This design comes from an exercise in tuning for small area and a short achievable clock period on the open sky130 flow, not from production work.
Only simulation tests tie the RTL to the original design; equivalence was not proved.

==> run X <==
## dct_1d
module dct_1d (
  input  logic                  aclk,
  input  logic                  rst_n,
  input  logic                  in_valid,
  input  dct_pkg::sample_vec_t  in_block,
  output logic                  out_valid,
  output dct_pkg::lane_vec_t    out_block
);
==> flow/config.mk <==
export PLATFORM = sky130hd
export DESIGN_NAME = dct_1d
export DESIGN_NICKNAME = dct_1d
export VERILOG_FILES = /design/flow/design.v
export SDC_FILE = /design/flow/constraint.sdc
export NUM_CORES = 4
export LEC_CHECK = 0
export CAP_MARGIN = 20
export CORE_MARGIN = 2
export CORE_UTILIZATION = 40
export SLEW_MARGIN = 20
export SYNTH_HIERARCHICAL = 1
export SYNTH_MINIMUM_KEEP_SIZE = 0
==> flow/constraint.sdc <==
create_clock -name core_clock -period 9.0 [get_ports {aclk}]
set_input_delay 1.8000 -clock core_clock [delete_from_list [all_inputs] [get_ports {aclk}]]
set_output_delay 1.8000 -clock core_clock [all_outputs]
set_load 0.01 [all_outputs]
standard.sh (not shown) runs the stock make flow with config.mk's settings and CLKGATE_MAP_FILE= SYNTH_SCRIPT=/design/flow/synth_recipe.tcl, a recipe that flattens the netlist after the stock synthesis.
==> flow/flow/run.sh <==
#!/bin/bash
set -euo pipefail
export BUFFER_PORTS_ARGS="-buffer_cell sky130_fd_sc_hd__buf_2"
export SETUP_SLACK_MARGIN=7
bash standard.sh > standard.log 2>&1
==> run P: changes against run X <==
==> flow/flow/run.sh (replaced) <==
#!/bin/bash
set -euo pipefail
export BUFFER_PORTS_ARGS="-buffer_cell sky130_fd_sc_hd__buf_2"
bash standard.sh > standard.log 2>&1
--- a/flow/config.mk
+++ b/flow/config.mk
@@ -9,4 +9,5 @@
 export CORE_MARGIN = 2
 export CORE_UTILIZATION = 40
+export SETUP_SLACK_MARGIN = 5
 export SLEW_MARGIN = 20
 export SYNTH_HIERARCHICAL = 1
==> run E: changes against run X <==
==> flow/flow/run.sh (replaced) <==
#!/bin/bash
set -euo pipefail
export BUFFER_PORTS_ARGS="-buffer_cell sky130_fd_sc_hd__buf_2"
export SETUP_SLACK_MARGIN=6
bash standard.sh > standard.log 2>&1
==> run summary <==
|  | run P | run E | run X |
|---|---|---|---|
| TritonCTS Buffers | 135 | 142 | 136 |
| Total length of routed met3 wires | 5.220 mm | 5.289 mm | 6.401 mm |
| FMAX | 285.0 MHz | 322.8 MHz | 321.4 MHz |
| Result of the run | finished clean | finished clean | finished clean |
| Period utilisation layout | 38.99% | 34.43% | 34.58% |
| Critical path capture point type | register | output port | output port |
| Final period demand of the worst path | 3509 ps | 3098 ps | 3112 ps |
| Startpoint of the worst setup timing path | d5_r1[6] | d2_r3[17] | d2_r3[17] |
| Worst setup path category | register to register | register to output port | register to output port |
| Sequential share of cell area | 30.62% | 30.23% | 26.29% |
| R2r startpoint | d5_r1[6] | d5_r1[2] | d5_n_r1[9] |
| Post-placement cell count | 8097 | 8096 | 8096 |
| Min Hold Slack | 306.5 ps | 308.9 ps | 317.2 ps |
| Met2 Usage GRT | 34.67% | 35.26% | 38.23% |
| Fraction of layout cells with a size suffix above 1 | 18.01% | 23.69% | 51.63% |
| Met1 Routed Length | 63.10 mm | 61.91 mm | 68.01 mm |
| Critical path data required time | 9690 ps | 7200 ps | 7200 ps |
| Worst setup endpoint | y5h_ci_r1 | out_block[141] | out_block[141] |
| Buf/Inv on CP | 0 | 1 | 1 |
| Share of the final layout cell area in multi-input gates | 55.25% | 54.46% | 53.35% |
| Worst clock skew | 36.79 ps | 32.43 ps | 27.07 ps |

==> inputs of run A <==
dct_1d, a different RTL version from the one above (not shown whole).
make LEC_CHECK=0 CAP_MARGIN=20 CORE_MARGIN=2 CORE_UTILIZATION=60 PLACE_DENSITY=0.75 SETUP_SLACK_MARGIN=5 SLEW_MARGIN=20 SYNTH_HIERARCHICAL=1 SYNTH_MINIMUM_KEEP_SIZE=0 finish   # period 9.0 ns
run.sh (not shown) runs the stock make flow with config.mk's settings and CLKGATE_MAP_FILE= SYNTH_SCRIPT=/design/flow/synth_recipe.tcl, a recipe that flattens the netlist after the stock synthesis.
Stock flow here: none of the scripts above is used.
==> run D (differences from run A) <==
==> flow/flow/run.sh (new file) <==
#!/bin/bash
set -euo pipefail
export BUFFER_PORTS_ARGS="-buffer_cell sky130_fd_sc_hd__buf_2"
bash standard.sh > standard.log 2>&1
==> flow/standard.sh (new file) <==
#!/bin/bash
# synth_recipe.tcl (not shown) runs the flow's synth.tcl, then flattens the netlist and writes it again
# the make line also repeats each setting of config.mk as NAME=value (left out here)
make -C /OpenROAD-flow-scripts/flow DESIGN_CONFIG=/design/flow/config.mk WORK_HOME=/design/flow/orfs CLKGATE_MAP_FILE= SYNTH_SCRIPT=/design/flow/synth_recipe.tcl "${@:-finish}"
- CORE_UTILIZATION: 60 -> 40
- PLACE_DENSITY: 0.75 -> unset
removed: flow/run.sh
==> qor summary <==
| item | run D | run A |
|---|---|---|
| Status | no timing/DRC/antenna violations | no timing/DRC/antenna violations |
| Number of instances in the placed design | 8,007 | 7,246 |
| Average routed wire per standard cell | 18.6 um | 19.7 um |
| Register-to-register setup slack | 5.36 ns | 5.31 ns |
| Final Core Density | 45.3% | 68.5% |
| Clock Skews | 0.0402 ns | 0.0362 ns |
| Routed wire length on met2 | 73,900 um | 73,000 um |
| Final cycle utilization of the critical path | 40.4% | 41.0% |
| Cell Area, Placed | 69,600 um2 | 70,200 um2 |
| Antenna diodes | 12 | 6 |
| Placeable core region | 163,000 um2 | 108,000 um2 |
| Share of cells above drive strength 1 | 18.1% | 12.7% |
| Chip Height | 408 um | 334 um |
| Total number of placement rows | 148 | 121 |

==> port drivers added, routing unchanged <==
Ports are ideal in the flow. The routed layouts listed here were re-timed in OpenROAD. Step 1 assumes that a clkbuf_16 drives the clock port and a buf_2 every other input. Step 2, shift: input delay + t, output delay - t, t = (earliest + latest rising clock arrival at the registers) / 2. This alone moves slack from input paths to output paths. a / b / c = no drivers / after step 1 / after step 2; a / b = the first two.
run	t (ns)	setup slack, ns	worst data-port slew with drivers (ns)
run X	0.860	5.888 / 5.799 / 5.556	0.25
run P	0.852	5.491 / 5.491 / 4.986	0.35
run E	0.866	5.902 / 5.817 / 5.345	0.18
run A	0.776	5.309 / 5.309 / 4.590	0.18
run D	0.793	5.362 / 5.362 / 4.763	0.22
After both steps every run listed still meets setup and hold. The setup slack of run A, which loses most, moves by 0.000 ns with the drivers and by -0.719 ns with both steps.
